From an optimization exercise on the open Yosys and OpenROAD flow, aimed at small area; shortcuts taken in it are not production practice.
At most, simulation tests tie the RTL to the original design; equivalence was not proved.
The RTL of runs 1 to 5 was laid out without a check of its function.
Power and IR drop assume default switching activity.

<file path="run.sh">
#!/bin/bash
# synth_recipe.tcl (not shown) runs the flow's synth.tcl, then flattens the netlist and writes it again
# the make line also repeats each setting of config.mk as NAME=value (left out here)
make -C /OpenROAD-flow-scripts/flow DESIGN_CONFIG=/design/flow/config.mk WORK_HOME=/design/flow/orfs CLKGATE_MAP_FILE= SYNTH_SCRIPT=/design/flow/synth_recipe.tcl finish
</file>
<file path="config.mk">
export PLATFORM = sky130hd
export DESIGN_NAME = ttl_pattern_gen
export DESIGN_NICKNAME = ttl_pattern_gen
export VERILOG_FILES = /design/flow/design.v
export SDC_FILE = /design/flow/constraint.sdc
export NUM_CORES = 4
export LEC_CHECK = 0
export ABC_AREA = 1
export CAP_MARGIN = 20
export CORE_MARGIN = 2
export CORE_UTILIZATION = 50
export CTS_BUF_LIST = sky130_fd_sc_hd__clkbuf_4 sky130_fd_sc_hd__clkbuf_8
export CTS_CLUSTER_SIZE = 20
export PLACE_DENSITY = 0.7
export SLEW_MARGIN = 20
</file>
<file path="constraint.sdc">
create_clock -name core_clock -period 10.0 [get_ports {CLK_40M}]
set_input_delay 2.0000 -clock core_clock [delete_from_list [all_inputs] [get_ports {CLK_40M}]]
set_output_delay 2.0000 -clock core_clock [all_outputs]
set_load 0.01 [all_outputs]
</file>
<file path="design.v">
module ttl_pattern_gen #(
   parameter int CH_NUM  = 8,
   parameter int CNT_W   = 16,
   parameter int BURST_W = 8,
   parameter int LB_DLY  = 4
) (
   input  logic              CLK_40M,
   input  logic              RST,
   input  logic              CFG_WE,
   input  logic [3:0]        CFG_CH,
   input  logic [1:0]        CFG_ADDR,
   input  logic [CNT_W-1:0]  CFG_DATA,
   input  logic              START,
   input  logic              STOP,
   output logic [CH_NUM-1:0] OUT,
   output logic [CH_NUM-1:0] BUSY,
   output logic              DONE,
   input  logic [CH_NUM-1:0] RX,
   output logic [15:0]       ERR_CNT
);
   function automatic logic [CNT_W-1:0] inc_c(input logic [CNT_W-1:0] x);
      logic c;
      c = 1'b1;
      for (int b = 0; b < CNT_W; b++) begin
         inc_c[b] = x[b] ^ c;
         c        = c & x[b];
      end
   endfunction
   function automatic logic [CNT_W-1:0] dec_c(input logic [CNT_W-1:0] x);
      logic c;
      c = 1'b1;
      for (int b = 0; b < CNT_W; b++) begin
         dec_c[b] = x[b] ^ c;
         c        = c & !x[b];
      end
   endfunction
   function automatic logic [BURST_W-1:0] dec_b(input logic [BURST_W-1:0] x);
      logic c;
      c = 1'b1;
      for (int b = 0; b < BURST_W; b++) begin
         dec_b[b] = x[b] ^ c;
         c        = c & !x[b];
      end
   endfunction
   logic [CNT_W-1:0] data_m1, data_neg;
   logic             data_nz;
   assign data_m1  = dec_c(CFG_DATA);
   assign data_neg = inc_c(~CFG_DATA);
   assign data_nz  = |CFG_DATA;
   logic [CH_NUM-1:0] busy_q, busy_d;
   logic [CH_NUM-1:0] out_c;
   logic              done_q;
   for (genvar i = 0; i < CH_NUM; i++) begin : g_ch
      logic we_ch;
      assign we_ch = CFG_WE && (CFG_CH == 4'(i));
      logic [CNT_W-1:0]   pm1_sh;    
      logic [CNT_W-1:0]   wid_sh;    
      logic [CNT_W-1:0]   dneg_sh;   
      logic [BURST_W-1:0] bur_sh;    
      logic               pnz_sh;    
      logic               wv_sh;     
      logic               dnz_sh;    
      always_ff @(posedge CLK_40M) begin
         if (we_ch && CFG_ADDR == 2'd0) pm1_sh  <= data_m1;
         if (we_ch && CFG_ADDR == 2'd1) wid_sh  <= CFG_DATA;
         if (we_ch && CFG_ADDR == 2'd3) dneg_sh <= data_neg;
      end
      always_ff @(posedge CLK_40M or posedge RST) begin
         if (RST) begin
            bur_sh <= '0;
            pnz_sh <= 1'b0;
            wv_sh  <= 1'b0;
            dnz_sh <= 1'b0;
         end else if (we_ch) begin
            case (CFG_ADDR)
               2'd0:    pnz_sh <= data_nz;
               2'd1:    wv_sh  <= 1'b1;
               2'd2:    bur_sh <= CFG_DATA[BURST_W-1:0];
               default: dnz_sh <= data_nz;
            endcase
         end
      end
      logic [CNT_W-1:0]   k_q, k_d, k_inc;
      logic [CNT_W-1:0]   pm1_q, wid_q;
      logic [BURST_W-1:0] brem_q;
      logic               dly_q, f_q, wv_q;
      logic               eop, last, at_w;
      assign k_inc = inc_c(k_q);
      assign eop   = !dly_q && (k_q == pm1_q);
      assign at_w  = (k_q == wid_q);
      assign last  = (brem_q == BURST_W'(1));
      assign k_d   = START ? (dnz_sh ? dneg_sh : '0) : (eop ? '0 : k_inc);
      always_comb begin
         if (STOP) busy_d[i] = 1'b0;
         else if (START) busy_d[i] = pnz_sh;
         else busy_d[i] = busy_q[i] && !(eop && last);
      end
      always_ff @(posedge CLK_40M) begin
         k_q <= k_d;
         f_q <= !(START || dly_q || eop) && (f_q || at_w);
         if (START) begin
            pm1_q  <= pm1_sh;
            wid_q  <= wid_sh;
            wv_q   <= wv_sh;
            brem_q <= bur_sh;
            dly_q  <= dnz_sh;
         end else begin
            if (eop && brem_q != '0) brem_q <= dec_b(brem_q);
            if (dly_q && k_q == '1) dly_q <= 1'b0;
         end
      end
      assign out_c[i] = busy_q[i] && wv_q && !dly_q && !f_q && !at_w && !eop;
   end
   always_ff @(posedge CLK_40M or posedge RST) begin
      if (RST) begin
         busy_q <= '0;
         done_q <= 1'b0;
      end else begin
         busy_q <= busy_d;
         done_q <= (|busy_q) && !(|busy_d) && !STOP && !START;
      end
   end
   assign OUT  = out_c;
   assign BUSY = busy_q;
   assign DONE = done_q;
   logic [CH_NUM-1:0] pipe_q [LB_DLY];
   logic [CH_NUM-1:0] mis;
   logic [15:0]       err_q;
   logic [3:0]        nmis;
   logic [15:0]       err_sum;
   logic              err_co;
   function automatic logic [1:0] fadd(input logic a, input logic b, input logic c);
      fadd = {(a & b) | (a & c) | (b & c), a ^ b ^ c};
   endfunction
   logic [1:0] s0, s1, s2, s3, s4, s5;
   always_comb begin
      mis  = (RX ^ pipe_q[LB_DLY-1]) & busy_q;
      s0   = fadd(mis[0], mis[1], mis[2]);
      s1   = fadd(mis[3], mis[4], mis[5]);
      s2   = {mis[6] & mis[7], mis[6] ^ mis[7]};
      s3   = fadd(s0[0], s1[0], s2[0]);
      s4   = fadd(s0[1], s1[1], s2[1]);
      s5   = {s4[0] & s3[1], s4[0] ^ s3[1]};
      nmis = {s4[1] & s5[1], s4[1] ^ s5[1], s5[0], s3[0]};
   end
   always_comb begin
      logic c;
      logic [1:0] fa;
      c = 1'b0;
      for (int b = 0; b < 16; b++) begin
         if (b < 4) begin
            fa = fadd(err_q[b], nmis[b], c);
            err_sum[b] = fa[0];
            c = fa[1];
         end else begin
            err_sum[b] = err_q[b] ^ c;
            c = c & err_q[b];
         end
      end
      err_co = c;
   end
   always_ff @(posedge CLK_40M or posedge RST) begin
      if (RST) begin
         for (int k = 0; k < LB_DLY; k++) pipe_q[k] <= '0;
         err_q <= '0;
      end else begin
         pipe_q[0] <= out_c;
         for (int k = 1; k < LB_DLY; k++) pipe_q[k] <= pipe_q[k-1];
         if (START) err_q <= '0;
         else err_q <= err_co ? 16'hFFFF : err_sum;
      end
   end
   assign ERR_CNT = err_q;
endmodule
</file>
==> impl_results.md, run 1 <==
* Status: finished clean
* Post-CTS Setup Bufs at 0
* Die span in x at 285 um
* Max VDD drop at roughly 130 uV
* Data arrival, critical path at slightly above 8 ns
* Register area share after synthesis at between 70% and 80%
* I/O pin count at 68
* Effective utilization at floorplan at 50.7%
* Rows at between 100 and 150
* Area share of the largest cell type after synthesis at roughly 55%
* Worst hold path class: reg -> reg
* Initial antenna violation count at 12
* Post-DP HPWL at ~67 mm
* Fill count at about 6000
* Post-synthesis cell type count at between 40 and 50
* Yosys top cell by area: edfxtp_1
* Multi-input gate area at 9850 um2
* FF+latch area at roughly 28000 um2
* FMAX at roughly 130 MHz
* #FFs+latches synth at between 1000 and 1500
* GRT Util Overall at 25.4%
* Total Neg Setup Slack at 0 ns
* Hold Path Depth at 0
* Routed length per instance at between 20 and 25 um
* CTS tree: done
* Initial DRC Count at 2771
* Critical path launch point type: input pin
* # H-tree levels at 4
* Post_cts resized at 0
* Vias at roughly 24000
* Critical Path Fanout Max at 15
* Syn nets at between 3000 and 4000
* Ys Warns at 2
* Post-synth top flop: edfxtp_1
* IO Port Bufs at between 60 and 70
* Cells after Synth at around 2900
* Grt ovf at 0
* Tcrit/Tclk final at 74.9%
* Clock skew at ~0.072 ns
* Die Area at 81000 um2
* Syn Area/Cell at ~13 um2
* Async SR Flop Fraction at roughly 14%
* DRT Wirelength at 102 mm
* Clock tree buffer depth at 3
* Worst Tran Pin Value at 1.27 ns
* Nets at approximately 3400
* Leakage power total at between 15 and 20 nW
* Clock Tree Root: clkbuf_8
* Fin cells at 4345
* Top post-synthesis cells by area: edfxtp_1 55%, dfrtp_1 9.2%, dfxtp_1 6.9%
* Relative slew slack at about 15%
* Netlist Area Pre-Place at 39400 um2
* Inserted Clock Buffers at between 150 and 200
* Routed vias/inst at roughly 5.5
* Share of cells above drive strength 1 at 13.7%
* Fin crit period at around 7.5 ns
* RSZ-0062 raised after global routing: false
* Cts hold-fix bufs at 0
* Largest net degree at the start of global routing at around 110
* Worst-skew pair later-pin latency at 0.83 ns
* Clk sinks at approximately 1000
* Drt first pass iters at 6
* PwrDens at between 200 and 250 nW/um2
* Slew Viols, Final at 0
* Core area at about 78000 um2
* Req. time, crit path at 10.59 ns
* Hold Startpoint: pipe_q[0][7]$_DFF_PP0_
* Die H at 285 um
* Commonest cells post-synth: 720 x edfxtp_1, 425 x nand2_1, 299 x inv_1
* Clock slew seen by the registers of the worst setup and hold paths at about 0.06 ns
* Placed cells at around 4000
* Kind of critical path: in -> reg
* Worst R2R Path Depth at 23
* Area Growth Syn to Fin at 14.0%
* Endpoints failing hold at 0
* Worst hold slack at 0.345 ns
* First-pass GRT wire length at approximately 150 mm
* Final Setup Violations at 0
* Post-synth EDFFs at 720
* Reg2Reg Setup Slack at around 3.6 ns
* # DRC at 0
* Most frequent cell after synthesis: edfxtp_1
* Worst r2r dst: err_q[5]$_DFF_PP0_
* Max Cap Violations at 0
* Antenna viol nets, final at 0
* Hold path endpoint: pipe_q[1][7]$_DFF_PP0_
* Tot Pwr at 9.19 mW
* Placer congestion estimate at approximately 0.94
* Vias in the first global route at roughly 24000
* Crit. End Element: flip-flop
* Reg2Reg Launch Point: busy_q[3]$_DFF_PP0_
[report_power, final]
group	internal [mW]	leakage, nW	switching (mW)
sequential	4.67	9.84	0.180
combinational	0.268	6.38	0.454
clock	1.97	1.81	1.65
total	6.91	18.0	2.28
[through the flow]
step	setup WS, ns	util [%]	instance area, um2
2_1_floorplan	2.77	-	39400
6_report	2.51	57.8	44900
4_1_cts	2.61	57.7	44900
3_3_place_gp	1.84	53.4	41500
5_1_grt	2.33	57.7	44900
3_5_place_dp	1.77	53.4	41500
[flip-flops by register name, summed over array words and instances, names as in the netlist, 16 cells and up]
name / cells
g_ch.pm1_sh: 128
pipe_q: 32
g_ch.k_q: 128
g_ch.dneg_sh: 128
g_ch.pm1_q: 128
g_ch.brem_q: 64
g_ch.wid_sh: 128
err_q: 16
g_ch.wid_q: 128
g_ch.bur_sh: 64
[kinds of logic (layout without fill, tap and decap cells)]
kind of cell	count (synthesis)	after routing	share of synthesized area, %
compound gates	378	378	6.22
xor+xnor	129	129	2.87
fa+ha+maj	204	204	6.61
buf+inv	392	762	3.98
flops	1001	1001	71.0
other cells	0	5	0
simple gates	826	826	9.30
[per-layer routing]
| metal | part of all wire [%] | vias up | GRT usage, % |
|---|---|---|---|
| li1 | - | 10800 | - |
| met1 | 40 | 11600 | 34.2 |
| met2 | 46 | 1152 | 39.6 |
| met3 | 9.6 | 203 | 5.59 |
| met4 | 4.3 | 0 | 11.4 |
| met5 | 0 | - | 0 |
[worst max-delay path by stage]
stage                from                  end  slack, ns  depth (start not counted)
floorplan           RX[5]   err_q[0]$_DFF_PP0_       2.77                         23
global placement    RX[5]  err_q[10]$_DFF_PP0_       1.84                         23
detailed placement  RX[5]   err_q[5]$_DFF_PP0_       1.77                         23
CTS                 RX[5]   err_q[5]$_DFF_PP0_       2.61                         23
global route        RX[0]  err_q[10]$_DFF_PP0_       2.33                         24
finish              RX[0]   err_q[5]$_DFF_PP0_       2.51                         24
[layout by cell type, fill, tap and decap left out, types with 33 or more instances in the layout]
cell / n
nand4_1: 77
clkbuf_4: 51
a22o_1: 112
ha_1: 197
o21ai_0: 162
nor2_1: 174
a21oi_1: 45
dfxtp_1: 136
nand3_1: 33
dfrtp_1: 145
clkinv_1: 33
edfxtp_1: 720
or2_2: 58
xnor2_1: 112
clkbuf_8: 183
inv_1: 298
clkdlybuf4s50_1: 66
buf_4: 54
nand2_1: 425
[critical path, cell delays in order]
cell,delay [ns]
clkdlybuf4s50_1,0.41
xnor2_1,0.26
nor2_1,0.20
fa_1,0.51
inv_1,0.05
fa_1,0.48
inv_1,0.05
ha_1,0.19
fa_1,0.42
fa_1,0.43
fa_1,0.47
ha_1,0.22
ha_1,0.19
ha_1,0.19
ha_1,0.19
ha_1,0.18
ha_1,0.18
ha_1,0.18
ha_1,0.18
ha_1,0.18
ha_1,0.18
ha_1,0.19
nand2_1,0.39
a21oi_1,0.14
[area by class of cell]
cell class	instances	area share (%)
repair buffers	121	2.41
inverters	346	2.91
flip-flops and latches	1001	62.3
well taps	1040	2.90
diodes	5	0.0279
multi-input cells	1537	21.9
clock inverters	61	1.04
clock buffers	234	6.46
==> run 2, diff against run 1 <==
--- a/config.mk
+++ b/config.mk
@@ -9,7 +9,7 @@
 export CAP_MARGIN = 20
 export CORE_MARGIN = 2
-export CORE_UTILIZATION = 50
-export CTS_BUF_LIST = sky130_fd_sc_hd__clkbuf_4 sky130_fd_sc_hd__clkbuf_8
-export CTS_CLUSTER_SIZE = 20
-export PLACE_DENSITY = 0.7
+export CORE_UTILIZATION = 60
+export CTS_BUF_LIST = sky130_fd_sc_hd__clkbuf_16
+export CTS_CLUSTER_DIAMETER = 60
+export CTS_CLUSTER_SIZE = 25
 export SLEW_MARGIN = 20
==> run 2 against run 1 <==
Still clean on timing, DRC and antenna; register-to-register slack improved by 0.10 ns; clock skew fell by 0.047 ns; setup slack lost 0.23 ns; sequential power is essentially flat; cell count down 8.5%; critical path type unchanged; largest cell class unchanged.
==> impl_results.md, run 2 <==
* Status: finished clean (unchanged)
* Initial DRC Count at 2826 (was 2771)
* Cells after Synth at 2930 (unchanged)
* Leakage power total at 17.2 nW (was 18.0 nW)
* Relative slew slack at 28.5% (was 15.2%)
* Crit. End Element: flip-flop (unchanged)
* CP delay by family, top: adder cells (unchanged)
* Top post-synthesis cells by area: edfxtp_1 55%, dfrtp_1 9.2%, dfxtp_1 6.9% (unchanged)
* Area after DPL at 41300 um2 (was 41500 um2)
* Post_cts resized at 0 (unchanged)
* Clock tree buffer depth at 3 (unchanged)
* Post-synth EDFFs at 720 (unchanged)
* Crit-path cells: clkdlybuf4s50_1 > xnor2_1 > nor2_1 > fa_1 > inv_1 > fa_1 > inv_1 > ha_1 > fa_1 > fa_1 > fa_1 > ha_1 > ha_1 > ha_1 > ha_1 > ha_1 > ha_1 > ha_1 > ha_1 > ha_1 > ha_1 > ha_1 > nand2_1 > a21oi_1 (unchanged)
* Core area at 64700 um2 (was 77700 um2)
* Routed vias/inst at 5.84 (was 5.47)
* Max Cap Violations at 0 (unchanged)
* Reg2Reg Launch Point: pipe_q[3][0]$_DFF_PP0_ (was busy_q[3]$_DFF_PP0_)
* Hold Startpoint: pipe_q[0][1]$_DFF_PP0_ (was pipe_q[0][7]$_DFF_PP0_)
* Initial antenna violation count at 10 (was 12)
* Post-synth top flop: edfxtp_1 (unchanged)
* Rows at 93 (was 102)
* Reg power frac at 59.0% (was 52.8%)
* Die H at 260 um (was 285 um)
* Routed length per instance at 26.1 um (was 23.6 um)
* Ys Warns at 2 (unchanged)
* Clock Power Share at 32.5% (was 39.4%)
* Most frequent cell after synthesis: edfxtp_1 (unchanged)
* Cts hold-fix bufs at 0 (unchanged)
* Vias at 23200 (was 23800)
* Switching share of total power at 25.3% (was 24.8%)
* Critical path launch point type: input pin (unchanged)
* Effective utilization at floorplan at 60.9% (was 50.7%)
* Final Setup Violations at 0 (unchanged)
* Post-synthesis cell type count at 45 (unchanged)
* Max VDD drop at 196 uV (was 129 uV)
* Netlist Area Pre-Place at 39400 um2 (unchanged)
* I/O pin count at 68 (unchanged)
* Worst-skew pair later-pin latency at 0.67 ns (was 0.83 ns)
* Largest net degree at the start of global routing at 119 (was 107)
* Grt ovf at 0 (unchanged)
* Critical Path Fanout Max at 15 (unchanged)
* FF+latch area at 28000 um2 (unchanged)
* # H-tree levels at 2 (was 4)
* Largest stage delay, worst path at 0.54 ns (was 0.51 ns)
* Syn Area/Cell at 13.4 um2 (unchanged)
* DRT Wirelength at 104 mm (was 102 mm)
* Data arrival, critical path at 8.21 ns (was 8.07 ns)
* Worst Tran Pin Value at 1.07 ns (was 1.27 ns)
* Commonest non-fill, non-tap cells in the layout: 720 x edfxtp_1, 425 x nand2_1, 306 x inv_1 (was 720 x edfxtp_1, 425 x nand2_1, 298 x inv_1)
* #FFs+latches synth at 1001 (unchanged)
* Worst hold path class: reg -> reg (unchanged)
* Fill count at 4681 (was 5987)
* Syn nets at 3169 (unchanged)
* Nets at 3299 (was 3404)
* Req. time, crit path at 10.50 ns (was 10.59 ns)
* Synth Area in Compound Gates at 6.22% (unchanged)
* Antenna viol nets, final at 0 (unchanged)
* Final setup margin at 2.29 ns (was 2.51 ns)
* Slew Viols, Final at 0 (unchanged)
* RSZ-0062 raised after global routing: false (unchanged)
* Worst path bufs/invs at 3 (unchanged)
* Area share of the largest cell type after synthesis at 54.9% (unchanged)
* Post-Synth XOR/XNOR Area at 2.87% (unchanged)
* Total Neg Setup Slack at 0 ns (unchanged)
* CP dominant cell by count: ha_1 (unchanged)
* Adder-Cell Fraction of Synth Area at 6.61% (unchanged)
* CTS tree: done (unchanged)
* Area Growth Syn to Fin at 9.79% (was 14.0%)
* # DRC at 0 (unchanged)
* Multi-input gate area at 9850 um2 (about the same)
* Clock Tree Root: clkbuf_16 (was clkbuf_8)
* CP startpoint: RX[0] (unchanged)
* GRT Util Overall at 31.2% (was 25.4%)
* Fin crit period at 7.71 ns (was 7.49 ns)
* Slowest-stage cell, CP: fa_1 (unchanged)
* Die span in x at 260 um (was 285 um)
* Commonest non-fill, non-tap cell in the layout: edfxtp_1 (unchanged)
* FMAX at 130 MHz (was 134 MHz)
* Placer congestion estimate at 0.898 (was 0.938)
* Post-synthesis mux area share at 0% (unchanged)
* Switching Power at 2.08 mW (was 2.28 mW)
* Simple-gate share of the synthesized area at 9.30% (unchanged)
* Drt first pass iters at 5 (was 6)
* P_int at 6.14 mW (was 6.91 mW)
* Main combinational cell family by area after synthesis: simple AND/OR/NAND/NOR gates (unchanged)
* Register area share after synthesis at 71.0% (unchanged)
* PwrDens at 190 nW/um2 (was 205 nW/um2)
* Endpoints failing hold at 0 (unchanged)
* Inserted Clock Buffers at 57 (was 158)
* Async SR Flop Fraction at 14.5% (unchanged)
* Clock skew at 0.0250 ns (was 0.0719 ns)
* Tcrit/Tclk final at 77.1% (was 74.9%)
* Fin area at 43200 um2 (was 44900 um2)
* Post-CTS Setup Bufs at 0 (unchanged)
* Clk sinks at 1001 (unchanged)
* Commonest cells post-synth: 720 x edfxtp_1, 425 x nand2_1, 299 x inv_1 (unchanged)
* IO Port Bufs at 67 (unchanged)
* Comb pwr share at 8.6% (was 7.9%)
* Clock slew seen by the registers of the worst setup and hold paths at 0.09 ns (was 0.06 ns)
* First-pass GRT wire length at 150 mm (was 149 mm)
* Vias in the first global route at 22200 (was 23700)
* Share of cells above drive strength 1 at 8.65% (was 13.7%)
* Kind of critical path: in -> reg (unchanged)
* Yosys top cell by area: edfxtp_1 (unchanged)
* Post-DP HPWL at 71.2 mm (was 66.7 mm)
* Pre-CTS setup slack at 1.61 ns (was 1.77 ns)
* Die Area at 67700 um2 (was 81000 um2)
-- run 2: stage by stage --
stage	total power, mW	utilization (%)	hold slack, ns	std cells
6_report	8.21	66.8	0.349	3974
5_1_grt	8.49	66.8	0.357	3969
4_1_cts	8.25	66.8	0.354	3964
3_5_place_dp	5.63	63.8	0.336	3856
3_3_place_gp	5.60	63.8	0.334	3856
2_1_floorplan	5.30	-	0.331	2930
-- run 2: path summary, 6_finish.rpt --
| check | slack, ns | depth (start not counted) | endpoint |
|---|---|---|---|
| max in group asynchronous | 6.70 | 3 | pipe_q[2][1]$_DFF_PP0_ |
| setup / recovery | 2.29 | 24 | err_q[14]$_DFF_PP0_ |
| hold reg to reg | 0.35 | 0 | pipe_q[1][1]$_DFF_PP0_ |
| setup reg to reg | 3.66 | 23 | err_q[14]$_DFF_PP0_ |
| hold / removal | 0.35 | 0 | pipe_q[1][1]$_DFF_PP0_ |
| min in group asynchronous | 1.83 | 2 | err_q[10]$_DFF_PP0_ |
-- run 2: kinds of logic after synthesis --
family | count (synthesis)
buffers and inverters | 392
adders and majority gates | 204
xor gates and xnor gates | 129
AOI/OAI and AO/OA | 378
and+or+nand+nor | 826
DFF | 1001
-- run 2: final cells by class --
type / instances / share of cell area (%)
timing repair buffer: 117 / 2.43
multi-input combinational: 1537 / 22.8
sequential: 1001 / 64.7
antenna: 10 / 0.0579
clock inverter: 49 / 1.14
tap: 855 / 2.47
inverter: 346 / 3.02
clock buffer: 59 / 3.41
-- run 2: routing by layer --
layer / vias to the layer above / wire length, um / track usage [%]
met2: 995 / 48000 / 49.0
met1: 11500 / 43500 / 45.2
li1: 10500 / - / -
met3: 151 / 8580 / 4.81
met4: 2 / 3470 / 10.2
met5: - / 8 / 0
-- run 2: power by group through the flow --
stage	Sequential, mW	Clock (mW)	Combinational, mW
final	4.84	2.67	0.704
after global routing	4.87	2.84	0.785
after floorplan	4.86	0	0.438
after global placement	4.93	0	0.678
after CTS	4.84	2.70	0.704
after detailed placement	4.93	0	0.700
-- run 2: worst register-to-register path: stages, from the launching register on --
cell	delay, ns
dfrtp_1	0.38
xnor2_1	0.37
nor2_1	0.26
fa_1	0.54
inv_1	0.05
fa_1	0.47
inv_1	0.04
ha_1	0.19
fa_1	0.42
fa_1	0.43
fa_1	0.46
ha_1	0.21
ha_1	0.18
ha_1	0.18
ha_1	0.18
ha_1	0.18
ha_1	0.18
ha_1	0.19
ha_1	0.18
ha_1	0.18
ha_1	0.19
ha_1	0.19
nand2_1	0.38
a21oi_1	0.15
==> run 3, diff against run 2 <==
--- a/config.mk
+++ b/config.mk
@@ -10,6 +10,6 @@
 export CORE_MARGIN = 2
 export CORE_UTILIZATION = 60
-export CTS_BUF_LIST = sky130_fd_sc_hd__clkbuf_16
-export CTS_CLUSTER_DIAMETER = 60
-export CTS_CLUSTER_SIZE = 25
+export CTS_BUF_LIST = sky130_fd_sc_hd__clkbuf_8
+export CTS_CLUSTER_DIAMETER = 45
+export CTS_CLUSTER_SIZE = 16
 export SLEW_MARGIN = 20
==> run 3 against run 2 <==
Non-clock buffer count unchanged; setup slack better by 0.12 ns; combinational power about the same; synthesized cell count unchanged; design area up 1.2%; area after synthesis unchanged; clock-buffer cell count up 53; fmax up 1.6%; sequential cell count unchanged; die area unchanged; critical path type unchanged; largest cell class unchanged; largest power group unchanged; highest routed layer unchanged.
==> impl_results.md, run 3 <==
* Cts hold-fix bufs at 0 (unchanged)
* Critical path launch point type: input pin (unchanged)
* Fin crit period at 7.59 ns (was 7.71 ns)
* RSZ-0062 raised after global routing: false (unchanged)
* Fin util at 67.7% (was 66.8%)
* #FFs+latches synth at 1001 (unchanged)
* Relative slew slack at 31.0% (was 28.5%)
* Placer congestion estimate at 0.898 (unchanged)
* Largest stage delay, worst path at 0.54 ns (about the same)
* Top post-synthesis cells by area: edfxtp_1 55%, dfrtp_1 9.2%, dfxtp_1 6.9% (unchanged)
* Pre-CTS setup slack at 1.61 ns (unchanged)
* Antenna viol nets, final at 0 (unchanged)
* Clock tree buffer depth at 3 (unchanged)
* First-pass GRT wire length at 152 mm (was 150 mm)
* Die Area at 67700 um2 (unchanged)
* Effective utilization at floorplan at 60.9% (unchanged)
* Clock skew at 0.0387 ns (was 0.0250 ns)
* Post-DP HPWL at 71.2 mm (unchanged)
* Cells after Synth at 2930 (unchanged)
* Most frequent cell after synthesis: edfxtp_1 (unchanged)
* GRT Util Overall at 31.7% (was 31.2%)
* CP dominant cell by count: ha_1 (unchanged)
* Max Cap Violations at 0 (unchanged)
* Syn nets at 3169 (unchanged)
* Worst-skew pair later-pin latency at 0.76 ns (was 0.67 ns)
* Worst hold path class: reg -> reg (unchanged)
* Critical Path Fanout Max at 15 (unchanged)
* Total Neg Setup Slack at 0 ns (unchanged)
* Kind of critical path: in -> reg (unchanged)
* Netlist Area Pre-Place at 39400 um2 (unchanged)
* Drt first pass iters at 5 (unchanged)
* Met3 Use GR at 5.86% (was 4.81%)
* Post-CTS Setup Bufs at 0 (unchanged)
* Initial DRC Count at 2607 (was 2826)
* Routed vias/inst at 5.79 (was 5.84)
* Met2 global-route usage at 48.9% (was 49.0%)
* Inserted Clock Buffers at 107 (was 57)
* Hold Path Depth at 0 (unchanged)
* Yosys top cell by area: edfxtp_1 (unchanged)
* Die H at 260 um (unchanged)
* # DRC at 0 (unchanged)
* Leakage power total at 17.5 nW (was 17.2 nW)
* Area Growth Syn to Fin at 11.1% (was 9.79%)
* Final Setup Violations at 0 (unchanged)
* Routed length per instance at 25.7 um (was 26.1 um)
* CTS tree: done (unchanged)
* Final setup margin at 2.41 ns (was 2.29 ns)
* Critical path depth in cells at 24 (unchanged)
* Status: finished clean (unchanged)
* Clock slew seen by the registers of the worst setup and hold paths at 0.09 ns (about the same)
* Die span in x at 260 um (unchanged)
* Post-synth EDFFs at 720 (unchanged)
* Post_cts resized at 0 (unchanged)
* Ys Warns at 2 (unchanged)
* Post-synth top flop: edfxtp_1 (unchanged)
* PwrDens at 196 nW/um2 (was 190 nW/um2)
* Clock Tree Root: clkbuf_8 (was clkbuf_16)
* Async SR Flop Fraction at 14.5% (unchanged)
* Initial antenna violation count at 12 (was 10)
* Worst path bufs/invs at 3 (unchanged)
* Tcrit/Tclk final at 75.9% (was 77.1%)
* Post-synthesis cell type count at 45 (unchanged)
* Slowest-stage cell, CP: fa_1 (unchanged)
* Crit. End Element: flip-flop (unchanged)
* Largest net degree at the start of global routing at 119 (unchanged)
* Vias at 23500 (was 23200)
* Data arrival, critical path at 8.17 ns (was 8.21 ns)
* Area share of the largest cell type after synthesis at 54.9% (unchanged)
* Register area share after synthesis at 71.0% (unchanged)
* Req. time, crit path at 10.58 ns (was 10.50 ns)
* Worst R2R Path Depth at 23 (unchanged)
* CP delay by family, top: adder cells (unchanged)
* Busiest metal layer after global routing: met2 (unchanged)
* Vias in the first global route at 22700 (was 22200)
* FMAX at 132 MHz (was 130 MHz)
* Core area at 64700 um2 (unchanged)
* Share of cells above drive strength 1 at 11.3% (was 8.65%)
* # H-tree levels at 3 (was 2)
* Grt ovf at 0 (unchanged)
* Endpoints failing hold at 0 (unchanged)
* Commonest non-fill, non-tap cells in the layout: 720 x edfxtp_1, 425 x nand2_1, 312 x inv_1 (was 720 x edfxtp_1, 425 x nand2_1, 306 x inv_1)
* I/O pin count at 68 (unchanged)
* DRT Wirelength at 105 mm (was 104 mm)
* Commonest non-fill, non-tap cell in the layout: edfxtp_1 (unchanged)
* Clk sinks at 1001 (unchanged)
* Nets at 3349 (was 3299)
* IO Port Bufs at 67 (unchanged)
* Commonest cells post-synth: 720 x edfxtp_1, 425 x nand2_1, 299 x inv_1 (unchanged)
* Met1 Use GR at 45.4% (was 45.2%)
* Crit-path cells: clkdlybuf4s50_1 > xnor2_1 > nor2_1 > fa_1 > inv_1 > fa_1 > inv_1 > ha_1 > fa_1 > fa_1 > fa_1 > ha_1 > ha_1 > ha_1 > ha_1 > ha_1 > ha_1 > ha_1 > ha_1 > ha_1 > ha_1 > ha_1 > nand2_1 > a21oi_1 (unchanged)
* Syn Area/Cell at 13.4 um2 (unchanged)
* Slew Viols, Final at 0 (unchanged)
* Rows at 93 (unchanged)
* Worst Tran Pin Value at 1.04 ns (was 1.07 ns)
* Max VDD drop at 134 uV (was 196 uV)
[run 3: worst paths after layout]
path / from / endpoint / slack, ns
setup / recovery: RX[0] / err_q[6]$_DFF_PP0_ / 2.41
hold / removal: pipe_q[0][6]$_DFF_PP0_ / pipe_q[1][6]$_DFF_PP0_ / 0.35
setup reg to reg: busy_q[0]$_DFF_PP0_ / err_q[6]$_DFF_PP0_ / 3.63
hold reg to reg: pipe_q[0][6]$_DFF_PP0_ / pipe_q[1][6]$_DFF_PP0_ / 0.35
max in group asynchronous: RST / pipe_q[1][1]$_DFF_PP0_ / 6.78
min in group asynchronous: RST / err_q[11]$_DFF_PP0_ / 1.75
[run 3: cell type report]
| class | count | area [um2] |
|---|---|---|
| antenna | 7 | 17.5 |
| clock buffer | 112 | 1540 |
| clock inverter | 92 | 966 |
| fill | 4648 | 20900 |
| inverter | 346 | 1310 |
| multi-input combinational | 1537 | 9850 |
| sequential | 1001 | 28000 |
| tap | 855 | 1070 |
| timing repair buffer | 117 | 1050 |
[run 3: metrics by stage]
| step | hold WS [ns] | cells | power [mW] | instance area (um2) |
|---|---|---|---|---|
| global route | 0.358 | 4066 | 8.87 | 43800 |
| CTS | 0.352 | 4060 | 8.60 | 43800 |
| floorplan | 0.331 | 2930 | 5.30 | 39400 |
| finish | 0.354 | 4067 | 8.56 | 43800 |
| detailed placement | 0.336 | 3856 | 5.63 | 41300 |
| global placement | 0.334 | 3856 | 5.60 | 41300 |
[run 3: worst reg2reg max path, cell delays in order (launching register included)]
cell and delay, ns:
dfrtp_1 0.59, inv_1 0.11, nor2_1 0.52, fa_1 0.30, inv_1 0.05, fa_1 0.48
inv_1 0.04, ha_1 0.29, fa_1 0.39, fa_1 0.43, fa_1 0.45, ha_1 0.21
ha_1 0.18, ha_1 0.18, ha_1 0.18, ha_1 0.18, ha_1 0.18, ha_1 0.19
ha_1 0.18, ha_1 0.18, ha_1 0.19, ha_1 0.19, nand2_1 0.38, a21oi_1 0.14
[run 3: where the power goes]
| group | switching [mW] | internal (mW) | total (mW) |
|---|---|---|---|
| Clock | 1.65 | 1.36 | 3.01 |
| Combinational | 0.439 | 0.266 | 0.705 |
| Sequential | 0.186 | 4.66 | 4.84 |
| Total | 2.28 | 6.28 | 8.56 |
[run 3: cell families after synthesis]
family,synth area share [%]
xor gates and xnor gates,2.87
AOI/OAI and AO/OA,6.22
DFF,71.0
adders and majority gates,6.61
buffers and inverters,3.98
and+or+nand+nor,9.30
[run 3: routing by layer]
metal | vias to the layer above | part of all wire [%]
met1 | 11800 | 41
met2 | 988 | 46
met3 | 154 | 8.7
met4 | 2 | 3.8
li1 | 10600 | -
met5 | - | 0.0067
==> run 4, diff against run 3 <==
--- a/config.mk
+++ b/config.mk
@@ -9,7 +9,7 @@
 export CAP_MARGIN = 20
 export CORE_MARGIN = 2
-export CORE_UTILIZATION = 60
-export CTS_BUF_LIST = sky130_fd_sc_hd__clkbuf_8
-export CTS_CLUSTER_DIAMETER = 45
-export CTS_CLUSTER_SIZE = 16
+export CORE_UTILIZATION = 65
+export CTS_BUF_LIST = sky130_fd_sc_hd__clkbuf_16
+export CTS_CLUSTER_DIAMETER = 70
+export CTS_CLUSTER_SIZE = 32
 export SLEW_MARGIN = 20
==> run 4 against run 3 <==
Still clean; sequential power about the same; utilization is 3.8 points higher; synthesized cell count unchanged; clock-buffer cell count down 60; wire length fell by 3.0%; combinational power about the same; critical endpoint is now err_q[5]$_DFF_PP0_; largest power group unchanged; highest routed layer is now met4.
==> impl_results.md, run 4 <==
* Syn nets at 3169 (unchanged)
* Cts hold-fix bufs at 0 (unchanged)
* Async SR Flop Fraction at 14.5% (unchanged)
* Routed vias/inst at 5.97 (was 5.79)
* Critical path launch point type: input pin (unchanged)
* Total Neg Setup Slack at 0 ns (unchanged)
* Nets at 3295 (was 3349)
* Pre-CTS setup slack at 1.92 ns (was 1.61 ns)
* Initial antenna violation count at 10 (was 12)
* Vias at 23200 (was 23500)
* Initial DRC Count at 2919 (was 2607)
* Area Growth Syn to Fin at 9.17% (was 11.1%)
* Worst hold slack at 0.358 ns (was 0.354 ns)
* # H-tree levels at 2 (was 3)
* Largest net degree at the start of global routing at 153 (was 119)
* Fin util at 71.5% (was 67.7%)
* RSZ-0062 raised after global routing: false (unchanged)
* Placer congestion estimate at 0.927 (was 0.898)
* FMAX at 135 MHz (was 132 MHz)
* Fin crit period at 7.40 ns (was 7.59 ns)
* Commonest non-fill, non-tap cell in the layout: edfxtp_1 (unchanged)
* Commonest non-fill, non-tap cells in the layout: 720 x edfxtp_1, 425 x nand2_1, 302 x inv_1 (was 720 x edfxtp_1, 425 x nand2_1, 312 x inv_1)
* # DRC at 0 (unchanged)
* Worst Tran Pin Value at 1.06 ns (was 1.04 ns)
* Status: finished clean (unchanged)
* Final Setup Violations at 0 (unchanged)
* GRT Util Overall at 32.9% (was 31.7%)
* Netlist Area Pre-Place at 39400 um2 (unchanged)
* Relative slew slack at 29.3% (was 31.0%)
* Area share of the largest cell type after synthesis at 54.9% (unchanged)
* Crit. End Element: flip-flop (unchanged)
* Clock skew at 0.0344 ns (was 0.0387 ns)
* Rows at 90 (was 93)
* Worst hold path class: reg -> reg (unchanged)
* Max VDD drop at 148 uV (was 134 uV)
* Post-synthesis cell type count at 45 (unchanged)
* Die Area at 62600 um2 (was 67700 um2)
* Post-CTS Setup Bufs at 0 (unchanged)
* Data arrival, critical path at 7.89 ns (was 8.17 ns)
* Cells after Synth at 2930 (unchanged)
* IO Port Bufs at 67 (unchanged)
* PwrDens at 188 nW/um2 (was 196 nW/um2)
* DRT Wirelength at 102 mm (was 105 mm)
* #FFs+latches synth at 1001 (unchanged)
* Effective utilization at floorplan at 65.5% (was 60.9%)
* Worst R2R Path Depth at 24 (was 23)
* Tcrit/Tclk final at 74.0% (was 75.9%)
* CTS tree: done (unchanged)
* Drt first pass iters at 5 (unchanged)
* Yosys top cell by area: edfxtp_1 (unchanged)
* Req. time, crit path at 10.49 ns (was 10.58 ns)
* Syn Area/Cell at 13.4 um2 (unchanged)
* Fin area at 43000 um2 (was 43800 um2)
* Worst-skew pair later-pin latency at 0.65 ns (was 0.76 ns)
* Clk sinks at 1001 (unchanged)
* Endpoints failing hold at 0 (unchanged)
* Register area share after synthesis at 71.0% (unchanged)
* Grt ovf at 0 (unchanged)
* Post-DP HPWL at 68.8 mm (was 71.2 mm)
* Fill count at 4056 (was 4648)
* Share of cells above drive strength 1 at 8.52% (was 11.3%)
* Clock Tree Root: clkbuf_16 (was clkbuf_8)
* Commonest cells post-synth: 720 x edfxtp_1, 425 x nand2_1, 299 x inv_1 (unchanged)
* First-pass GRT wire length at 147 mm (was 152 mm)
* Inserted Clock Buffers at 49 (was 107)
* Clock slew seen by the registers of the worst setup and hold paths at 0.10 ns (was 0.09 ns)
* Placed cells at 3787 (was 3856)
* Slew Viols, Final at 0 (unchanged)
* Antenna viol nets, final at 0 (unchanged)
* Routed length per instance at 26.2 um (was 25.7 um)
* Most frequent cell after synthesis: edfxtp_1 (unchanged)
* Post-synth top flop: edfxtp_1 (unchanged)
* Area after DPL at 41200 um2 (was 41300 um2)
* Kind of critical path: in -> reg (unchanged)
* Max Cap Violations at 0 (unchanged)
* Post-synth EDFFs at 720 (unchanged)
* Leakage power total at 17.1 nW (was 17.5 nW)
* Final setup margin at 2.60 ns (was 2.41 ns)
* Hold Path Depth at 0 (unchanged)
* Post_cts resized at 0 (unchanged)
* Fin cells at 3882 (was 4067)
* Die H at 250 um (was 260 um)
* Die span in x at 250 um (was 260 um)
* Vias in the first global route at 22300 (was 22700)
* Tot Pwr at 8.08 mW (was 8.56 mW)
* Ys Warns at 2 (unchanged)
* Critical Path Fanout Max at 15 (unchanged)
* I/O pin count at 68 (unchanged)
* Clock tree buffer depth at 3 (unchanged)
* Core area at 60100 um2 (was 64700 um2)
* Top post-synthesis cells by area: edfxtp_1 55%, dfrtp_1 9.2%, dfxtp_1 6.9% (unchanged)
-- run 4: changes by cell type in the layout (fill, tap and decap cells not counted), sizes merged --
cell      before  now
buf           51   55
bufinv         8    0
clkbuf       112   52
clkinv        38   22
clkinvlp      11    1
diode          7    3
inv          381  363
-- run 4: final timing paths --
check | endpoint | from | slack, ns
setup / recovery | err_q[5]$_DFF_PP0_ | RX[3] | 2.60
hold / removal | pipe_q[1][7]$_DFF_PP0_ | pipe_q[0][7]$_DFF_PP0_ | 0.36
setup reg to reg | err_q[5]$_DFF_PP0_ | busy_q[3]$_DFF_PP0_ | 3.86
hold reg to reg | pipe_q[1][7]$_DFF_PP0_ | pipe_q[0][7]$_DFF_PP0_ | 0.36
max in group asynchronous | g_ch[6].bur_sh[4]$_DFFE_PP0P_ | RST | 6.54
min in group asynchronous | pipe_q[2][7]$_DFF_PP0_ | RST | 1.85
-- run 4: layout make-up --
type                       count  area, um2  share of cell area [%]
clock buffer                  52       1300                    3.03
sequential                  1001      28000                    65.0
multi-input combinational   1537       9850                    22.9
timing repair buffer         121       1090                    2.54
antenna                        3       7.51                  0.0175
clock inverter                40        493                    1.15
tap                          782        978                    2.28
inverter                     346       1310                    3.04
-- run 4: kinds of logic after synthesis --
logic type               Yosys count  synth area share (%)
flip-flops                      1001                  71.0
AND/OR/NAND/NOR                  826                  9.30
buffers and inverters            392                  3.98
AO/OA/AOI/OAI                    378                  6.22
adder cells (fa/ha/maj)          204                  6.61
XOR/XNOR                         129                  2.87
-- run 4: power by group --
group	leakage, nW	internal, mW	switching (mW)
clock	0.889	1.06	1.48
combinational	6.38	0.267	0.440
sequential	9.84	4.66	0.182
-- run 4: critical path: stages --
cell and delay, ns:
clkdlybuf4s50_1 0.45, a21oi_1 0.14, o21ai_0 0.10, buf_4 0.19, fa_1 0.44, fa_1 0.52, inv_1 0.04, ha_1 0.28
fa_1 0.39, fa_1 0.43, fa_1 0.40, ha_1 0.20, ha_1 0.18, ha_1 0.18, ha_1 0.18, ha_1 0.18
ha_1 0.18, ha_1 0.18, ha_1 0.18, ha_1 0.18, ha_1 0.18, ha_1 0.19, nand2_1 0.36, a21oi_1 0.14
-- run 4: per-layer routing --
layer	up-vias	share of wire, %	wire [um]	track usage, %
met3	148	9.9	10100	5.92
met4	0	3.4	3450	10.8
met1	11500	41	41900	48.7
met5	-	0	0	0
met2	1113	45	46100	50.1
li1	10500	-	-	-
==> run 5, diff against run 4 <==
==> flow/run.sh (new file) <==
#!/bin/bash
# Own layout flow: the standard ORFS flow (standard.sh, with its standard synthesis), changed
# only in two make variables:
#  * CTS_ARGS: the same clock tree options the flow settings give, plus -dont_use_dummy_load;
#  * BUFFER_PORTS_ARGS: every input and output port still gets a buffer, the smallest one.
# The make output goes to flow_make.log; ORFS keeps each step's log under orfs/logs/.
set -euo pipefail
bash standard.sh \
  "CTS_ARGS=-sink_clustering_enable -repair_clock_nets -dont_use_dummy_load -buf_list sky130_fd_sc_hd__clkbuf_16 -sink_clustering_size 25 -sink_clustering_max_diameter 60" \
  "BUFFER_PORTS_ARGS=-buffer_cell sky130_fd_sc_hd__buf_1" \
  finish > flow_make.log 2>&1
==> standard.sh (new file) <==
#!/bin/bash
# synth_recipe.tcl (not shown) runs the flow's synth.tcl, then flattens the netlist and writes it again
# the make line also repeats each setting of config.mk as NAME=value (left out here)
make -C /OpenROAD-flow-scripts/flow DESIGN_CONFIG=/design/flow/config.mk WORK_HOME=/design/flow/orfs CLKGATE_MAP_FILE= SYNTH_SCRIPT=/design/flow/synth_recipe.tcl "${@:-finish}"
--- a/config.mk
+++ b/config.mk
@@ -9,7 +9,7 @@
 export CAP_MARGIN = 20
 export CORE_MARGIN = 2
-export CORE_UTILIZATION = 65
+export CORE_UTILIZATION = 60
 export CTS_BUF_LIST = sky130_fd_sc_hd__clkbuf_16
-export CTS_CLUSTER_DIAMETER = 70
-export CTS_CLUSTER_SIZE = 32
+export CTS_CLUSTER_DIAMETER = 60
+export CTS_CLUSTER_SIZE = 25
 export SLEW_MARGIN = 20
removed: run.sh
==> run 5 against run 4 <==
Clock skew up 0.031 ns; critical path depth unchanged; fmax down 1.9%; sequential cell count unchanged; clock power down about 10%; first-iteration DRC count down 9.2%; global-route usage down 2.1 points; combinational power down 2%; setup slack worse by 0.15 ns; critical path type unchanged; critical endpoint is now err_q[12]$_DFF_PP0_; largest cell class unchanged; highest routed layer is now met5.
==> impl_results.md, run 5 <==
* Top post-synthesis cells by area: edfxtp_1 55%, dfrtp_1 9.2%, dfxtp_1 6.9% (unchanged)
* GRT Util Overall at 30.8% (was 32.9%)
* Reg2Reg Setup Slack at 3.50 ns (was 3.86 ns)
* Rows at 93 (was 90)
* Worst hold path class: reg -> reg (unchanged)
* Drt first pass iters at 6 (was 5)
* DRT Wirelength at 103 mm (was 102 mm)
* Tcrit/Tclk final at 75.5% (was 74.0%)
* PwrDens at 185 nW/um2 (was 188 nW/um2)
* Fin util at 65.4% (was 71.5%)
* Most frequent cell after synthesis: edfxtp_1 (unchanged)
* Cts hold-fix bufs at 0 (unchanged)
* IO Port Bufs at 67 (unchanged)
* Max Cap Violations at 0 (unchanged)
* Post-synthesis cell type count at 45 (unchanged)
* Slew Viols, Final at 0 (unchanged)
* Hold path endpoint: pipe_q[2][3]$_DFF_PP0_ (was pipe_q[1][7]$_DFF_PP0_)
* Fin crit period at 7.55 ns (was 7.40 ns)
* Worst r2r dst: err_q[12]$_DFF_PP0_ (was err_q[5]$_DFF_PP0_)
* I/O pin count at 68 (unchanged)
* Commonest non-fill, non-tap cell in the layout: edfxtp_1 (unchanged)
* Syn nets at 3169 (unchanged)
* Status: finished clean (unchanged)
* Post-CTS Setup Bufs at 0 (unchanged)
* Critical path launch point type: input pin (unchanged)
* Worst hold slack at 0.349 ns (was 0.358 ns)
* CTS tree: done (unchanged)
* Antenna viol nets, final at 0 (unchanged)
* Placer congestion estimate at 0.892 (was 0.927)
* Netlist Area Pre-Place at 39400 um2 (unchanged)
* Die Area at 67700 um2 (was 62600 um2)
* Vias in the first global route at 22400 (was 22300)
* Switching share of total power at 24.1% (was 26.0%)
* Nets at 3305 (was 3295)
* Kind of critical path: in -> reg (unchanged)
* Endpoints failing hold at 0 (unchanged)
* Post-DP HPWL at 69.1 mm (was 68.8 mm)
* Effective utilization at floorplan at 60.9% (was 65.5%)
* Simple-gate share of the synthesized area at 9.30% (unchanged)
* Post-synthesis mux area share at 0% (unchanged)
* #FFs+latches synth at 1001 (unchanged)
* Comb pwr share at 8.9% (was 8.7%)
* P_int at 5.93 mW (was 5.98 mW)
* First-pass GRT wire length at 149 mm (was 147 mm)
* Clk sinks at 1001 (unchanged)
* Relative slew slack at 26.0% (was 29.3%)
* Grt ovf at 0 (unchanged)
* Initial antenna violation count at 11 (was 10)
* Register area share after synthesis at 71.0% (unchanged)
* Final Setup Violations at 0 (unchanged)
* Hold Startpoint: pipe_q[1][3]$_DFF_PP0_ (was pipe_q[0][7]$_DFF_PP0_)
* Worst Tran Pin Value at 1.11 ns (was 1.06 ns)
* Cells after Synth at 2930 (unchanged)
* Req. time, crit path at 10.48 ns (was 10.49 ns)
* Max VDD drop at 166 uV (was 148 uV)
* Die H at 260 um (was 250 um)
* Synth Area in Compound Gates at 6.22% (unchanged)
* Tot Pwr at 7.82 mW (was 8.08 mW)
* Routed length per instance at 26.1 um (was 26.2 um)
* Clock skew at 0.0651 ns (was 0.0344 ns)
* Area Growth Syn to Fin at 7.49% (was 9.17%)
* Syn Area/Cell at 13.4 um2 (unchanged)
* Reg2Reg Launch Point: pipe_q[3][0]$_DFF_PP0_ (was busy_q[3]$_DFF_PP0_)
* Async SR Flop Fraction at 14.5% (unchanged)
* Clock slew seen by the registers of the worst setup and hold paths at 0.06 ns (was 0.10 ns)
* Leakage power total at 16.8 nW (was 17.1 nW)
* Post-synth top flop: edfxtp_1 (unchanged)
* Clock Power Share at 29.2% (was 31.4%)
* Ys Warns at 2 (unchanged)
* Post-synth EDFFs at 720 (unchanged)
* Initial DRC Count at 2650 (was 2919)
* Yosys top cell by area: edfxtp_1 (unchanged)
* Vias at 23100 (was 23200)
* FMAX at 132 MHz (was 135 MHz)
* Post_cts resized at 0 (unchanged)
* Pre-CTS setup slack at 1.87 ns (was 1.92 ns)
* Commonest non-fill, non-tap cells in the layout: 720 x edfxtp_1, 425 x nand2_1, 298 x inv_1 (was 720 x edfxtp_1, 425 x nand2_1, 302 x inv_1)
* Share of cells above drive strength 1 at 7.77% (was 8.52%)
* Worst R2R Path Depth at 23 (was 24)
* Post-Synth XOR/XNOR Area at 2.87% (unchanged)
* Switching Power at 1.88 mW (was 2.10 mW)
* Final setup margin at 2.45 ns (was 2.60 ns)
* Crit. End Element: flip-flop (unchanged)
* Total Neg Setup Slack at 0 ns (unchanged)
* Data arrival, critical path at 8.03 ns (was 7.89 ns)
* Clock Tree Root: clkbuf_16 (unchanged)
* Routed vias/inst at 5.89 (was 5.97)
* RSZ-0062 raised after global routing: false (unchanged)
* Main combinational cell family by area after synthesis: simple AND/OR/NAND/NOR gates (unchanged)
* Largest net degree at the start of global routing at 82 (was 153)
* Critical Path Fanout Max at 15 (unchanged)
* Inserted Clock Buffers at 58 (was 49)
* Commonest cells post-synth: 720 x edfxtp_1, 425 x nand2_1, 299 x inv_1 (unchanged)
* Adder-Cell Fraction of Synth Area at 6.61% (unchanged)
* Worst-skew pair later-pin latency at 0.66 ns (was 0.65 ns)
* # H-tree levels at 2 (unchanged)
* Core area at 64700 um2 (was 60100 um2)
* Hold Path Depth at 0 (unchanged)
* Area share of the largest cell type after synthesis at 54.9% (unchanged)
* Reg power frac at 61.9% (was 59.9%)
* Die span in x at 260 um (was 250 um)
* # DRC at 0 (unchanged)
* Clock tree buffer depth at 3 (unchanged)
[run 5: cell count changes in the layout (fill, tap and decap cells not counted), moves of 4 or more]
| cell | before | now |
|---|---|---|
| buf_1 | 0 | 66 |
| clkdlybuf4s50_1 | 66 | 0 |
| inv_12 | 7 | 0 |
| inv_16 | 7 | 0 |
| inv_6 | 8 | 1 |
| clkbuf_16 | 52 | 58 |
| inv_8 | 6 | 0 |
| clkinv_4 | 4 | 0 |
| inv_1 | 302 | 298 |
[run 5: layout make-up]
type | instances | area [um2]
inverter | 346 | 1310
tap | 855 | 1070
antenna | 6 | 15.0
fill | 4825 | 22400
timing repair buffer | 122 | 668
clock buffer | 58 | 1450
multi-input combinational | 1537 | 9850
sequential | 1001 | 28000
[run 5: critical path, cell delays in order]
cell and delay (ns):
buf_1 0.08, xnor2_1 0.46, nor2_1 0.27, fa_1 0.55, inv_1 0.05, fa_1 0.47, inv_1 0.04, ha_1 0.19
fa_1 0.43, fa_1 0.43, fa_1 0.46, ha_1 0.21, ha_1 0.18, ha_1 0.18, ha_1 0.18, ha_1 0.18
ha_1 0.18, ha_1 0.19, ha_1 0.20, ha_1 0.19, ha_1 0.20, ha_1 0.19, nand2_1 0.39, a21oi_1 0.13
[run 5: power groups by stage]
stage          clock network (mW)  registers (mW)  logic, mW
2_1_floorplan                   0            4.86      0.438
3_3_place_gp                    0            4.92      0.670
3_5_place_dp                    0            4.93      0.695
4_1_cts                      2.32            4.84      0.700
5_1_grt                      2.45            4.87      0.779
6_report                     2.28            4.84      0.696
[run 5: routing by layer]
metal	vias up	wire [um]	GRT usage [%]
li1	10500	-	-
met1	11500	42400	43.8
met3	170	9330	5.87
met5	-	18	0
met2	967	47300	48.4
met4	4	3420	10.0
[run 5: cells by family after synthesis]
| family | count (synthesis) |
|---|---|
| xor gates and xnor gates | 129 |
| and+or+nand+nor | 826 |
| AOI/OAI and AO/OA | 378 |
| DFF | 1001 |
| buffers and inverters | 392 |
| adders and majority gates | 204 |
[run 5: worst max path at each step]
| stage | slack [ns] | cells past startpoint | from | to |
|---|---|---|---|---|
| 2_1_floorplan | 2.77 | 23 | RX[5] | err_q[0]$_DFF_PP0_ |
| 3_3_place_gp | 1.97 | 24 | RX[0] | err_q[13]$_DFF_PP0_ |
| 3_5_place_dp | 1.87 | 24 | RX[0] | err_q[9]$_DFF_PP0_ |
| 4_1_cts | 2.54 | 24 | RX[0] | err_q[12]$_DFF_PP0_ |
| 5_1_grt | 2.21 | 24 | RX[0] | err_q[12]$_DFF_PP0_ |
| 6_report | 2.45 | 24 | RX[0] | err_q[12]$_DFF_PP0_ |
[run 5: stage by stage]
step / area, um2 / instances
after floorplan: 39400 / 2930
after global placement: 40900 / 3861
after detailed placement: 40900 / 3861
after CTS: 42300 / 3919
after global routing: 42300 / 3919
final: 42300 / 3925
==> run 6, diff against run 5 <==
--- a/design.v
+++ b/design.v
@@ -19,32 +19,8 @@
    output logic [15:0]       ERR_CNT
 );
-   function automatic logic [CNT_W-1:0] inc_c(input logic [CNT_W-1:0] x);
-      logic c;
-      c = 1'b1;
-      for (int b = 0; b < CNT_W; b++) begin
-         inc_c[b] = x[b] ^ c;
-         c        = c & x[b];
-      end
-   endfunction
-   function automatic logic [CNT_W-1:0] dec_c(input logic [CNT_W-1:0] x);
-      logic c;
-      c = 1'b1;
-      for (int b = 0; b < CNT_W; b++) begin
-         dec_c[b] = x[b] ^ c;
-         c        = c & !x[b];
-      end
-   endfunction
-   function automatic logic [BURST_W-1:0] dec_b(input logic [BURST_W-1:0] x);
-      logic c;
-      c = 1'b1;
-      for (int b = 0; b < BURST_W; b++) begin
-         dec_b[b] = x[b] ^ c;
-         c        = c & !x[b];
-      end
-   endfunction
    logic [CNT_W-1:0] data_m1, data_neg;
    logic             data_nz;
-   assign data_m1  = dec_c(CFG_DATA);
-   assign data_neg = inc_c(~CFG_DATA);
+   assign data_m1  = CFG_DATA - CNT_W'(1);
+   assign data_neg = CNT_W'(0) - CFG_DATA;
    assign data_nz  = |CFG_DATA;
    logic [CH_NUM-1:0] busy_q, busy_d;
@@ -84,7 +60,7 @@
       logic [CNT_W-1:0]   pm1_q, wid_q;
       logic [BURST_W-1:0] brem_q;
-      logic               dly_q, f_q, wv_q;
+      logic               dly_q, f_q;
       logic               eop, last, at_w;
-      assign k_inc = inc_c(k_q);
+      assign k_inc = k_q + CNT_W'(1);
       assign eop   = !dly_q && (k_q == pm1_q);
       assign at_w  = (k_q == wid_q);
@@ -101,14 +77,13 @@
          if (START) begin
             pm1_q  <= pm1_sh;
-            wid_q  <= wid_sh;
-            wv_q   <= wv_sh;
+            wid_q  <= wv_sh ? wid_sh : '0;
             brem_q <= bur_sh;
             dly_q  <= dnz_sh;
          end else begin
-            if (eop && brem_q != '0) brem_q <= dec_b(brem_q);
+            if (eop && brem_q != '0) brem_q <= brem_q - BURST_W'(1);
             if (dly_q && k_q == '1) dly_q <= 1'b0;
          end
       end
-      assign out_c[i] = busy_q[i] && wv_q && !dly_q && !f_q && !at_w && !eop;
+      assign out_c[i] = busy_q[i] && !dly_q && !f_q && !at_w && !eop;
    end
    always_ff @(posedge CLK_40M or posedge RST) begin
@@ -128,35 +103,10 @@
    logic [15:0]       err_q;
    logic [3:0]        nmis;
-   logic [15:0]       err_sum;
-   logic              err_co;
-   function automatic logic [1:0] fadd(input logic a, input logic b, input logic c);
-      fadd = {(a & b) | (a & c) | (b & c), a ^ b ^ c};
-   endfunction
-   logic [1:0] s0, s1, s2, s3, s4, s5;
+   logic [16:0]       err_sum;
    always_comb begin
       mis  = (RX ^ pipe_q[LB_DLY-1]) & busy_q;
-      s0   = fadd(mis[0], mis[1], mis[2]);
-      s1   = fadd(mis[3], mis[4], mis[5]);
-      s2   = {mis[6] & mis[7], mis[6] ^ mis[7]};
-      s3   = fadd(s0[0], s1[0], s2[0]);
-      s4   = fadd(s0[1], s1[1], s2[1]);
-      s5   = {s4[0] & s3[1], s4[0] ^ s3[1]};
-      nmis = {s4[1] & s5[1], s4[1] ^ s5[1], s5[0], s3[0]};
-   end
-   always_comb begin
-      logic c;
-      logic [1:0] fa;
-      c = 1'b0;
-      for (int b = 0; b < 16; b++) begin
-         if (b < 4) begin
-            fa = fadd(err_q[b], nmis[b], c);
-            err_sum[b] = fa[0];
-            c = fa[1];
-         end else begin
-            err_sum[b] = err_q[b] ^ c;
-            c = c & err_q[b];
-         end
-      end
-      err_co = c;
+      nmis = '0;
+      for (int i = 0; i < CH_NUM; i++) nmis = nmis + 4'(mis[i]);
+      err_sum = {1'b0, err_q} + {13'd0, nmis};
    end
    always_ff @(posedge CLK_40M or posedge RST) begin
@@ -168,5 +118,5 @@
          for (int k = 1; k < LB_DLY; k++) pipe_q[k] <= pipe_q[k-1];
          if (START) err_q <= '0;
-         else err_q <= err_co ? 16'hFFFF : err_sum;
+         else err_q <= err_sum[16] ? 16'hFFFF : err_sum[15:0];
       end
    end
==> run.sh (new file) <==
#!/bin/bash
# synth_recipe.tcl (not shown) runs the flow's synth.tcl, then flattens the netlist and writes it again
# the make line also repeats each setting of config.mk as NAME=value (left out here)
make -C /OpenROAD-flow-scripts/flow DESIGN_CONFIG=/design/flow/config.mk WORK_HOME=/design/flow/orfs CLKGATE_MAP_FILE= SYNTH_SCRIPT=/design/flow/synth_recipe.tcl finish
--- a/config.mk
+++ b/config.mk
@@ -9,7 +9,4 @@
 export CAP_MARGIN = 20
 export CORE_MARGIN = 2
-export CORE_UTILIZATION = 60
-export CTS_BUF_LIST = sky130_fd_sc_hd__clkbuf_16
-export CTS_CLUSTER_DIAMETER = 60
-export CTS_CLUSTER_SIZE = 25
+export CORE_UTILIZATION = 40
 export SLEW_MARGIN = 20
removed: flow/run.sh
removed: standard.sh
==> run 6 against run 5 <==
Die area up 54%; design area up 10%; utilization down 19 points; sequential share of layout area down 6.8 points; largest power group unchanged; register-to-register slack better by 1.6 ns; first-iteration DRC count up 18%; largest cell class unchanged.
==> impl_results.md, run 6 <==
* Status: finished clean (unchanged)
* Fin util at 46.1% (was 65.4%)
* Die span in x at 323 um (was 260 um)
* Fill count at 9197 (was 4825)
* Reg2Reg Launch Point: busy_q[0]$_DFF_PP0_ (was pipe_q[3][0]$_DFF_PP0_)
* Clk sinks at 993 (was 1001)
* Crit-path cells: clkdlybuf4s50_1 > a21oi_1 > o21ai_0 > fa_1 > fa_1 > inv_1 > fa_1 > fa_1 > fa_1 > nand3_1 > nand3_1 > nand2_1 > nor2_4 > nand2_1 > nor3_2 > nand2_2 > inv_2 > o31ai_1 > inv_1 (was buf_1 > xnor2_1 > nor2_1 > fa_1 > inv_1 > fa_1 > inv_1 > ha_1 > fa_1 > fa_1 > fa_1 > ha_1 > ha_1 > ha_1 > ha_1 > ha_1 > ha_1 > ha_1 > ha_1 > ha_1 > ha_1 > ha_1 > nand2_1 > a21oi_1)
* Post-synthesis mux area share at 0.359% (was 0%)
* Post-Synth XOR/XNOR Area at 5.03% (was 2.87%)
* Post-synthesis cell type count at 56 (was 45)
* Netlist Area Pre-Place at 40700 um2 (was 39400 um2)
* Max VDD drop at 142 uV (was 166 uV)
* Effective utilization at floorplan at 40.2% (was 60.9%)
* Largest net degree at the start of global routing at 96 (was 82)
* Final Setup Violations at 0 (unchanged)
* CP endpoint: err_q[14]$_DFF_PP0_ (was err_q[12]$_DFF_PP0_)
* I/O pin count at 68 (unchanged)
* Die H at 323 um (was 260 um)
* Vias in the first global route at 24700 (was 22400)
* Worst r2r dst: err_q[14]$_DFF_PP0_ (was err_q[12]$_DFF_PP0_)
* Worst hold path class: reg -> reg (unchanged)
* Req. time, crit path at 10.55 ns (was 10.48 ns)
* Area Growth Syn to Fin at 14.8% (was 7.49%)
* Cts hold-fix bufs at 0 (unchanged)
* CP dominant cell by count: fa_1 (was ha_1)
* Syn Area/Cell at 11.2 um2 (was 13.4 um2)
* Data arrival, critical path at 6.61 ns (was 8.03 ns)
* Total Neg Setup Slack at 0 ns (unchanged)
* Relative slew slack at 30.4% (was 26.0%)
* # DRC at 0 (unchanged)
* Clock tree buffer depth at 3 (unchanged)
* Core area at 101000 um2 (was 64700 um2)
* Area share of the largest cell type after synthesis at 52.5% (was 54.9%)
* Most frequent cell after synthesis: nand2_1 (was edfxtp_1)
* Yosys top cell by area: edfxtp_1 (unchanged)
* RSZ-0062 raised after global routing: false (unchanged)
* Top post-synthesis cells by area: edfxtp_1 52%, dfrtp_1 8.9%, nand2_1 7.7% (was edfxtp_1 55%, dfrtp_1 9.2%, dfxtp_1 6.9%)
* Worst R2R Path Depth at 19 (was 23)
* Rows at 117 (was 93)
* Commonest cells post-synth: 841 x nand2_1, 712 x edfxtp_1, 436 x inv_1 (was 720 x edfxtp_1, 425 x nand2_1, 299 x inv_1)
* FMAX at 165 MHz (was 132 MHz)
* CP delay by family, top: adder cells (unchanged)
* Post-DP HPWL at 71.2 mm (was 69.1 mm)
* Worst-skew pair later-pin latency at 0.69 ns (was 0.66 ns)
* Multi-input gate area at 10900 um2 (was 9850 um2)
* Tcrit/Tclk final at 60.5% (was 75.5%)
* Ys Warns at 2 (unchanged)
* Post-synth EDFFs at 712 (was 720)
* Final setup margin at 3.95 ns (was 2.45 ns)
* Endpoints failing hold at 0 (unchanged)
* Share of cells above drive strength 1 at 9.28% (was 7.77%)
* Leakage power total at 18.5 nW (was 16.8 nW)
* Routed length per instance at 20.8 um (was 26.1 um)
* Clock Tree Root: clkbuf_16 (unchanged)
* Post_cts resized at 0 (unchanged)
* Drt first pass iters at 6 (unchanged)
* Crit. End Element: flip-flop (unchanged)
* Max Cap Violations at 0 (unchanged)
* Reg2Reg Setup Slack at 5.07 ns (was 3.50 ns)
* Nets at 3874 (was 3305)
* CP startpoint: RX[0] (unchanged)
* Largest stage delay, worst path at 0.89 ns (was 0.55 ns)
* IO Port Bufs at 67 (unchanged)
* Register area share after synthesis at 68.1% (was 71.0%)
* Slew Viols, Final at 0 (unchanged)
* Worst Tran Pin Value at 1.04 ns (was 1.11 ns)
* Main combinational cell family by area after synthesis: simple AND/OR/NAND/NOR gates (unchanged)
* Worst path bufs/invs at 4 (was 3)
* Adder-Cell Fraction of Synth Area at 1.20% (was 6.61%)
* Kind of critical path: in -> reg (unchanged)
* Post-synth top flop: edfxtp_1 (unchanged)
* PwrDens at 205 nW/um2 (was 185 nW/um2)
* Pre-CTS setup slack at 3.22 ns (was 1.87 ns)
* Initial antenna violation count at 19 (was 11)
* Clock skew at 0.0346 ns (was 0.0651 ns)
* Clock slew seen by the registers of the worst setup and hold paths at 0.06 ns (about the same)
* CTS tree: done (unchanged)
* Vias at 26000 (was 23100)
* Initial DRC Count at 3121 (was 2650)
* Grt ovf at 0 (unchanged)
* Slowest-stage cell, CP: fa_1 (unchanged)
* Antenna viol nets, final at 0 (unchanged)
* Simple-gate share of the synthesized area at 14.9% (was 9.30%)
* Placer congestion estimate at 0.851 (was 0.892)
* #FFs+latches synth at 993 (was 1001)
* Die Area at 104000 um2 (was 67700 um2)
* Inserted Clock Buffers at 101 (was 58)
* # H-tree levels at 3 (was 2)
* Cells after Synth at 3640 (was 2930)
* Critical Path Fanout Max at 9 (was 15)
* Critical path launch point type: input pin (unchanged)
* Synth Area in Compound Gates at 5.33% (was 6.22%)
* DRT Wirelength at 109 mm (was 103 mm)
* Routed vias/inst at 4.94 (was 5.89)
* Syn nets at 3711 (was 3169)
* First-pass GRT wire length at 160 mm (was 149 mm)
* Commonest non-fill, non-tap cells in the layout: 841 x nand2_1, 712 x edfxtp_1, 435 x inv_1 (was 720 x edfxtp_1, 425 x nand2_1, 298 x inv_1)
* FF+latch area at 27700 um2 (was 28000 um2)
* Async SR Flop Fraction at 14.6% (was 14.5%)
* Critical path depth in cells at 19 (was 24)
* Post-CTS Setup Bufs at 0 (unchanged)
* Fin crit period at 6.05 ns (was 7.55 ns)
* Commonest non-fill, non-tap cell in the layout: nand2_1 (was edfxtp_1)
* GRT Util Overall at 21.1% (was 30.8%)
-- run 6: changes by cell type in the layout (fill, tap and decap cells not counted), sizes merged, moves of 86 or more --
cell    delta
a22o     -103
clkbuf    +86
ha       -166
inv      +136
nand2    +418
nor2     +118
o21ai    +127
-- run 6: how the worst min path moves through the flow --
| stage | start | end | slack, ns | cells past startpoint |
|---|---|---|---|---|
| 4_1_cts | pipe_q[2][6]$_DFF_PP0_ | pipe_q[3][6]$_DFF_PP0_ | 0.34 | 0 |
| 5_1_grt | pipe_q[2][6]$_DFF_PP0_ | pipe_q[3][6]$_DFF_PP0_ | 0.34 | 0 |
| 3_5_place_dp | pipe_q[1][6]$_DFF_PP0_ | pipe_q[2][6]$_DFF_PP0_ | 0.33 | 0 |
| 6_report | pipe_q[2][6]$_DFF_PP0_ | pipe_q[3][6]$_DFF_PP0_ | 0.34 | 0 |
| 3_3_place_gp | pipe_q[0][6]$_DFF_PP0_ | pipe_q[1][6]$_DFF_PP0_ | 0.33 | 0 |
| 2_1_floorplan | pipe_q[0][0]$_DFF_PP0_ | pipe_q[1][0]$_DFF_PP0_ | 0.33 | 0 |
-- run 6: cells by family after synthesis --
| family | count (synthesis) |
|---|---|
| buffers and inverters | 551 |
| xor gates and xnor gates | 234 |
| muxes | 13 |
| adders and majority gates | 36 |
| AOI/OAI and AO/OA | 404 |
| and+or+nand+nor | 1409 |
| DFF | 993 |
-- run 6: layout make-up --
class | instances | share of cell area [%]
timing repair buffer | 132 | 2.52
tap | 1368 | 3.66
antenna | 2 | 0.0107
inverter | 479 | 3.86
multi-input combinational | 2096 | 23.3
sequential | 993 | 59.3
clock buffer | 145 | 6.17
clock inverter | 46 | 1.17
-- run 6: metrics by stage --
| stage | instances | power [mW] | hold slack [ns] | cell area, um2 |
|---|---|---|---|---|
| 2_1_floorplan | 3640 | 5.44 | 0.331 | 40700 |
| 3_3_place_gp | 5068 | 5.79 | 0.333 | 43300 |
| 3_5_place_dp | 5068 | 5.81 | 0.335 | 43300 |
| 4_1_cts | 5259 | 9.68 | 0.341 | 46800 |
| 5_1_grt | 5259 | 9.97 | 0.345 | 46800 |
| 6_report | 5261 | 9.60 | 0.343 | 46800 |
-- run 6: routing by layer --
| layer | vias to the layer above | global-route usage [%] | wire length [um] | share of wire [%] |
|---|---|---|---|---|
| met5 | - | 0 | 13 | 0.012 |
| met4 | 2 | 8.41 | 4510 | 4.1 |
| met3 | 187 | 3.34 | 8290 | 7.6 |
| met2 | 853 | 33.8 | 50700 | 46 |
| met1 | 12600 | 28.9 | 45800 | 42 |
| li1 | 12400 | - | - | - |
-- run 6: where the power goes --
part / internal, mW / total, mW / switching, mW
Sequential: 4.67 / 4.90 / 0.229
Combinational: 0.306 / 0.832 / 0.526
Clock: 2.25 / 3.87 / 1.62
Total: 7.23 / 9.60 / 2.37
-- run 6: worst reg2reg max path, stage by stage, from the launching register on --
cell     delay [ns]
dfrtp_1        0.43
inv_1          0.18
a21oi_1        0.14
o21ai_0        0.13
fa_1           0.89
fa_1           0.50
inv_1          0.09
fa_1           0.41
fa_1           0.49
fa_1           0.43
nand3_1        0.10
nand3_1        0.10
nand2_1        0.13
nor2_4         0.05
nand2_1        0.11
nor3_2         0.07
nand2_2        0.18
inv_2          0.11
o31ai_1        0.22
inv_1          0.06
